From an optimization exercise on the open Yosys and OpenROAD flow, aimed at small area and a short achievable clock period; shortcuts taken in it are not production practice.
At most, simulation tests tie the RTL to the original design; equivalence was not proved.

run K:
==> flow/design.v (excerpt) <==
module logic_probe_trigger #(
    parameter int WIDTH = 128,
    parameter int CNTW  = 16
) (
    input  logic                  clock,
    input  logic                  reset,
    input  logic                  arm,
    input  logic [WIDTH-1:0]      channels,
    input  logic [WIDTH-1:0]      match_mask,
    input  logic [WIDTH-1:0]      match_value,
    input  logic [WIDTH-1:0]      edge_mask,
    input  logic [CNTW-1:0]       occurrences,
    input  logic [CNTW-1:0]       delay,
    input  logic [CNTW-1:0]       sample_div,
    output logic [WIDTH-1:0]      channels_out,
    output logic                  trigger,
    output logic                  sample,
    output logic [1:0]            status
);
clock: 3.5 ns
lec_check: 0
cap_margin: 20
core_margin: 2
core_utilization: 72
cts_cluster_diameter: 80
cts_cluster_size: 30
setup_slack_margin: 1.7
slew_margin: 20
synth_hierarchical: 1
standard.sh (not shown) runs the stock make flow with config.mk's settings and CLKGATE_MAP_FILE= SYNTH_SCRIPT=/design/flow/synth_recipe.tcl, a recipe that flattens the netlist after the stock synthesis.
==> flow/flow/run.sh <==
#!/bin/bash
# Standard layout, with plain buffers (buf_1) on the ports instead of the default delay buffers,
# and ABC told that gate outputs drive a light load (so that it does not pick x4 cells for the
# small single-gate modules of the design).
set -euo pipefail
bash standard.sh "BUFFER_PORTS_ARGS=-buffer_cell sky130_fd_sc_hd__buf_1" "ABC_LOAD_IN_FF=1" finish > standard_make.log 2>&1
Edits applied to the flow inputs when going from run K to run H:
--- a/flow/design.v
+++ b/flow/design.v
@@ -47,22 +47,23 @@
     logic [1:0]       hit_state_s;
     logic [1:0]       idle_state_s;
     logic [WIDTH-1:0] mask_d_s;
     logic [WIDTH-1:0] value_d_s;
     logic [WIDTH-1:0] edge_d_s;
     logic [5:0]       hit_d_s;
     logic [5:0]       idle_d_s;
     logic [5:0]       next_d_s;
     assign arm_ok_s = arm && (state_q != FIRED);
-    logic [CNTW-1:0] occ_dec_s, dly_dec_s, div_dec_s;
-    lpt_dec u_dec_occ (.x(occ_cnt_q), .y(occ_dec_s));
-    lpt_dec u_dec_dly (.x(dly_cnt_q), .y(dly_dec_s));
-    lpt_dec u_dec_div (.x(div_cnt_q), .y(div_dec_s));
+    function automatic logic [CNTW-1:0] dec(input logic [CNTW-1:0] x);
+        logic [CNTW-1:0] flip;
+        for (int i = 0; i < CNTW; i++) flip[i] = ~|(x & ((CNTW'(1) << i) - CNTW'(1)));
+        dec = x ^ flip;
+    endfunction
     for (genvar i = 0; i < WIDTH; i++) begin : g_cfg
         lpt_mux u_m (.s(arm), .a(match_mask[i]),  .b(mask_q[i]),  .y(mask_d_s[i]));
         lpt_mux u_v (.s(arm), .a(match_value[i]), .b(value_q[i]), .y(value_d_s[i]));
         lpt_mux u_e (.s(arm), .a(edge_mask[i]),   .b(edge_q[i]),  .y(edge_d_s[i]));
     end
     logic [WIDTH-1:0] bit_ok_s;
     logic [NGRP-1:0]  grp_d_s;
     for (genvar i = 0; i < WIDTH; i++) begin : g_bit
         lpt_bit_ok u_ok (.q(channels[i]), .qq(ch_q[i]), .m(mask_d_s[i]), .v(value_d_s[i]),
@@ -131,44 +132,44 @@
         trigger_q <= next_d_s[4];
         occ_dec_q <= next_d_s[5];
     end
     always_ff @(posedge clock) begin
         if (arm) begin
             occ_cnt_q <= (occurrences == {CNTW{1'b0}}) ? {{(CNTW-1){1'b0}}, 1'b1} : occurrences;
             occ_gt1_q <= |occurrences[CNTW-1:1];
             occ_gt2_q <= |occurrences[CNTW-1:2] | &occurrences[1:0];
         end else if (occ_dec_q) begin
-            occ_cnt_q <= occ_dec_s;
+            occ_cnt_q <= dec(occ_cnt_q);
             occ_gt1_q <= |occ_cnt_q[CNTW-1:2] | &occ_cnt_q[1:0];
             occ_gt2_q <= |occ_cnt_q[CNTW-1:2];
         end
     end
     always_ff @(posedge clock) begin
         if (arm) begin
             dly_cnt_q  <= delay;
             dly_zero_q <= delay == {CNTW{1'b0}};
             dly_le1_q  <= ~|delay[CNTW-1:1];
         end else if (state_q == DELAY) begin
-            dly_cnt_q  <= dly_dec_s;
+            dly_cnt_q  <= dec(dly_cnt_q);
             dly_le1_q  <= ~|dly_cnt_q[CNTW-1:2] & ~&dly_cnt_q[1:0];
         end
     end
     always_ff @(posedge clock) begin
         if (reset) begin
             div_cnt_q  <= {CNTW{1'b0}};
             div_zero_q <= 1'b1;
             sample_q   <= 1'b0;
         end else if (div_zero_q) begin
             div_cnt_q  <= sample_div;
             div_zero_q <= sample_div == {CNTW{1'b0}};
             sample_q   <= 1'b1;
         end else begin
-            div_cnt_q  <= div_dec_s;
+            div_cnt_q  <= dec(div_cnt_q);
             div_zero_q <= ~|div_cnt_q[CNTW-1:1] & div_cnt_q[0];
             sample_q   <= 1'b0;
         end
     end
     assign channels_out = chout_q;
     assign trigger      = trigger_q;
     assign sample       = sample_q;
     assign status       = stat_q;
 endmodule
@@ -177,19 +178,19 @@
     input  logic qq,
     input  logic m,
     input  logic v,
     input  logic e,
     output logic ok
 );
     logic diff_s;   
     logic same_s;   
     lpt_xor2 u_d (.a(q), .b(v), .y(diff_s));
-    lpt_xnor2 u_s (.a(q), .b(qq), .y(same_s));
+    lpt_xnor2 u_s (.a(qq), .b(v), .y(same_s));
     lpt_aoi32 u_o (.a1(m), .a2(e), .a3(same_s), .b1(m), .b2(diff_s), .y(ok));
 endmodule
 module lpt_xor2 (
     input  logic a,
     input  logic b,
     output logic y
 );
     assign y = a ^ b;
 endmodule
@@ -233,19 +234,9 @@
 module lpt_sel (
     input  logic a,
     input  logic b,
     input  logic h,
     input  logic i,
     output logic y
 );
     assign y = (a & b) ? h : i;
 endmodule
-module lpt_dec (
-    input  logic [15:0] x,
-    output logic [15:0] y
-);
-    logic [15:0] flip;
-    always_comb begin
-        for (int i = 0; i < 16; i++) flip[i] = ~|(x & ((16'd1 << i) - 16'd1));
-        y = x ^ flip;
-    end
-endmodule
==> comparison <==
- | critical path depth | run H vs run K | 2 lower |
- Diff run K -> run H: synthesized cell count now sits higher; die area now sits lower; worst hold slack now sits at about the same level; wire length now sits higher; number of antenna diodes now sits higher.
- The final reports for run H and run K show sequential share of the synthesized area higher in the former.
- Min placed cell area across run H and run K: run H
- Lower total of clock buffers placed in the layout goes to run K over run H.
- Run H has global-route usage above what run K had.
- Relative to run K, count of buffers not belonging to the clock network in the layout has increased by 5 in run H.
- The setup slack of run H is larger than that of run K.
- Sequential share of layout area (higher): run H
No functional check of the RTL was part of run K.

## afterwards: timing with drivers on the ports
The flow's constraints put no driver on any port. The routed layouts listed below were extracted and timed again, unchanged, in two steps. Step 1, drivers: a clkbuf_16 drives clock and a buf_2 each remaining input, both assumed. Step 2 moves the port delays by t, midway between the first and last clock arrival at a register: inputs arrive t later, outputs are due t later. That takes back most of the time a late clock gives input paths. Slacks: ideal / step 1 / step 2; pairs: ideal / step 1.
run | t, ns | setup slack, ns | worst slew at a driven data input, ns
run K | 0.659 | 1.596 / 1.596 / 1.052 | 0.15
run H | 0.659 | 1.625 / 1.554 / 0.895 | 0.19
After both steps every run listed still meets setup and hold. The setup slack of run H, which loses most, moves by -0.071 ns with the drivers and by -0.730 ns with both steps.
